Background: an optimization exercise with open tools, aiming at small area, a short achievable clock period and few clock cycles per item. Do not read the settings as production practice.
Function was checked by simulation only, so behaviour that the tests miss may differ from the original.
No activity file was given, so power comes from the tool's default toggle rates.

== delta ==
==> flow/design.v (excerpt) <==
module riscv_multicycle #(
  parameter int unsigned  N        = 32,
  parameter logic [N-1:0] RESET_PC = '0
) (
  input  logic                clk,
  input  logic                rst,
  output logic                mem_req,
  output logic                mem_we,
  output logic [N-1:0]        mem_addr,
  output logic [N-1:0]        mem_wdata,
  input  logic [N-1:0]        mem_rdata,
  input  logic                mem_ready,
  output logic                retire,
  output logic                trap,
  output logic [N-1:0]        pc_out
);
Size: ~4400 cells after synthesis, roughly 1200 flip-flops, about 140 I/O pins, ~0.060 mm² of cells after synthesis.
export LEC_CHECK = 0
export CAP_MARGIN = 20
export CELL_PAD_IN_SITES_DETAIL_PLACEMENT = 1
export CORE_MARGIN = 2
export CORE_UTILIZATION = 30
export PLACE_DENSITY = 0.4
export SETUP_SLACK_MARGIN = 4.75
export SLEW_MARGIN = 20
export SYNTH_HIERARCHICAL = 1
export TNS_END_PERCENT = 10
create_clock -name core_clock -period 9.0 [get_ports {clk}]
run.sh (not shown) runs the stock make flow with config.mk's settings and CLKGATE_MAP_FILE= SYNTH_SCRIPT=/design/flow/synth_recipe.tcl, a recipe that flattens the netlist after the stock synthesis.
delta: full flow OK, the timing, design-rule and antenna checks passed
Testbench counts of delta, summed over its fixed seeds: cycles 90,854, retired 72,013.
Modified inputs, umber compared to delta
Settings: a change of SETUP_SLACK_MARGIN from 4.75 to 4.65; a change of TNS_END_PERCENT from 10 to 20.
--- outcome ---
For hold slack, umber and delta come out practically identical.
umber reports a lower clock network power share than delta does.
Diff delta and umber: layout overhead on the synthesized area higher in delta
Summary: fmax, umber worse than delta
In umber, layout buffering overhead excluding clock cells is lower than in delta.
Going from delta to umber, pin count of the biggest net entering global routing shrank by a few percent.
Lower register-to-register slack among delta and umber: umber
umber ended up with mem_rdata[22] as its launch point of the critical path; delta ended up with mem_rdata[20].
On met2 routing resource usage after global routing: umber sits above delta.
Power: umber draws less than delta
Input-level comparison between onyx and umber:
Settings: changing PLACE_DENSITY from 0.4 to 0.42; changing CORE_UTILIZATION from 30 to 32; changing TNS_END_PERCENT from 20 to 10.
- onyx: no failed stages, no open violations at the end
- Measured against each other, onyx and umber differ in via count of the first global-routing pass, the lower figure coming from umber.
- onyx reports its first element of the critical path as mem_rdata[20] while umber reports mem_rdata[22].
- Of onyx and umber, the higher final worst setup slack belongs to onyx.
- Final cell count without fillers shrinks slightly when moving from umber to onyx.
- Status: power drawn by the sequential cells parity (umber, onyx)
- Worst clock skew: onyx < umber
- In the flow results for onyx and umber, the synthesis-to-layout area growth is smaller on umber.
- Per the comparison of onyx with umber, multi-input gate count now smaller; final routed wirelength across all metal layers now smaller.
- Taking onyx over umber, the number of setup buffers added after CTS ratio works out to 1.3.
- Changes observed in onyx relative to umber: total inserted antenna cells lower; area of the core region decreased about 6%.
Modified inputs, fjord compared to onyx
Settings: PLACE_DENSITY now 0.4, was 0.42; CORE_UTILIZATION now 30, was 32.
### Flow results
- Met2 track utilization from global routing | fjord below onyx
- Delta (fjord minus onyx): count of clock-net buffers in the final layout went up 4.0%; number of non-filler instances in the completed layout went up 114; portion of total power attributed to combinational logic went down 0.2 points; area growth from synthesis to final layout went down 1.5 points.


Setup of rev 12:
Another version of the RTL of riscv_multicycle (not shown whole).
Size: roughly 1300 flip-flops, about 140 I/O pins, roughly 0.062 mm^2 of cells after synthesis.
Design riscv_multicycle, start of the top module:
module riscv_multicycle #(
  parameter int unsigned  N        = 32,
  parameter logic [N-1:0] RESET_PC = '0
) (
  input  logic                clk,
  input  logic                rst,
  output logic                mem_req,
  output logic                mem_we,
  output logic [N-1:0]        mem_addr,
  output logic [N-1:0]        mem_wdata,
  input  logic [N-1:0]        mem_rdata,
  input  logic                mem_ready,
  output logic                retire,
  output logic                trap,
  output logic [N-1:0]        pc_out
);
  localparam logic [6:0] OP_LOAD   = 7'b0000011;
  localparam logic [6:0] OP_STORE  = 7'b0100011;
  localparam logic [6:0] OP_R      = 7'b0110011;
  localparam logic [6:0] OP_IMM    = 7'b0010011;
  localparam logic [6:0] OP_BRANCH = 7'b1100011;
  localparam logic [6:0] OP_JAL    = 7'b1101111;
  logic [N-1:0] r_pc4;     
  logic [N-1:0] r_tgt;     
  logic [11:0]  r_dlo;     
  logic [N-13:0] r_dhi;    
  logic [N-13:0] r_dalt;   
  logic         r_dsel;    
  logic         r_take;    
  logic [N-1:0] r_a;       
  logic [N-1:0] r_b;       
  logic [N-1:0] r_p, r_g;  
  logic [11:0]  r_imm;     
  logic [4:0]   r_rd;
  logic         r_ld, r_jal, r_wb, r_sub, r_and, r_or, r_slt;
  logic         r_ag;      
  logic         r_dm;      
  logic         r_we;      
  logic         r_ret;     
  logic         r_ill;     
  logic [N-1:0] r_rf [1:31];
  logic [31:1]  r_v;       
  logic [31*N-1:0] w_rf;
  always_comb
    for (int k = 1; k < 32; k++) w_rf[(k-1)*N +: N] = r_rf[k];
  logic [N-1:0] w_res;
  rv_alu #(.N(N)) u_alu (
    .p(r_p), .g(r_g), .cin(r_sub), .op_and(r_and), .op_or(r_or), .op_slt(r_slt),
    .op_jal(r_jal), .pc4(r_pc4), .res(w_res)
  );
  logic [N-1:0] w_fa;      
  rv_bus #(.N(N)) u_bus (
    .m(r_dm), .dsel(r_dsel), .dlo(r_dlo), .dhi(r_dhi), .dalt(r_dalt),
    .t(r_take), .x(r_tgt), .y(r_pc4), .q(w_fa)
  );
  assign mem_req   = ~r_ill & ~r_ag;
  assign mem_we    = r_we;
  ...
clock: 9.0 ns
lec_check: 0
cap_margin: 20
cell_pad_in_sites_detail_placement: 1
core_margin: 2
core_utilization: 30
gpl_routability_driven: 0
place_density: 0.4
setup_slack_margin: 4.5
slew_margin: 20
synth_hierarchical: 1
tns_end_percent: 10
The final layout from rev 12, which completed every stage, passed the timing, design-rule and antenna checks at the end of the flow.
Testbench counts of rev 12, summed over its fixed seeds: cycles 90,854, retired 72,013.
Setup changes, rev 12 to rev 13
Settings: swapping 20 for 10 in SLEW_MARGIN; clearing GPL_ROUTABILITY_DRIVEN, which used to be 0; swapping 1 for 0 in CELL_PAD_IN_SITES_DETAIL_PLACEMENT; swapping 20 for 10 in CAP_MARGIN.
Findings:
- Re total count of max-transition violations in the final report: no difference whatsoever between rev 13 and rev 12.
- Rev 13 vs rev 12, shortest clock period the worst path allows after layout went up by 0.019 ns.
- Antenna diode instance count (rev 13 over rev 12): increase, 4
- On rev 13: worst-margin pin slew is 0.045 ns lower than what rev 12 gave.
- Looking at met1 wire length across rev 13 and rev 12, the one that comes out lower is rev 13.
- Relative to rev 12, tightest hold margin increased by 0.013 ns in rev 13.
- Summary of rev 13 over rev 12: power moved down; number of antenna violations at the first check in global routing rose 2; instance count after placement with tap cells included roughly the same.
- Rev 13: sequential share of layout area higher than rev 12

==> static timing again, ports no longer ideal <==
No port has a modelled driver above. Below, the same layouts with a new extraction and two added sets of constraints.
Step 1 (the two cells are an assumption about what drives the block):
set clk [get_ports {clk}]
set_driving_cell -lib_cell sky130_fd_sc_hd__clkbuf_16 $clk
set_driving_cell -lib_cell sky130_fd_sc_hd__buf_2 [delete_from_list [all_inputs] $clk]
Step 2 adds t to the input delays and takes it off the output delays; t is the mean of the earliest and latest rising clock arrival at the registers after step 1. Input paths then give back, and output paths get back, about the clock's delay inside the block.
Slacks: ideal ports / drivers / drivers and shift; pairs: ideal ports / drivers.
| run | t (ns) | setup WS [ns] | latest minus earliest clock arrival (ns) | worst register clock-pin slew, ns | worst data-port slew with drivers (ns) |
|---|---|---|---|---|---|
| delta | 0.883 | 4.431 / 4.465 / 3.583 | 0.035 / 0.035 | 0.07 / 0.07 | 0.07 |
| umber | 0.893 | 4.328 / 4.381 / 3.493 | 0.043 / 0.043 | 0.06 / 0.06 | 0.09 |
| onyx | 0.891 | 4.364 / 4.287 / 3.534 | 0.037 / 0.036 | 0.07 / 0.07 | 0.09 |
| fjord | 0.891 | 4.417 / 4.416 / 3.577 | 0.037 / 0.037 | 0.07 / 0.07 | 0.07 |
| rev 12 | 0.884 | 4.370 / 4.367 / 3.551 | 0.035 / 0.036 | 0.07 / 0.07 | 0.11 |
| rev 13 | 0.889 | 4.351 / 4.364 / 3.524 | 0.036 / 0.036 | 0.07 / 0.07 | 0.11 |
After both steps setup and hold are still met in every run listed. The setup slack of delta, which loses most, moves by +0.034 ns with the drivers and by -0.848 ns with both steps.
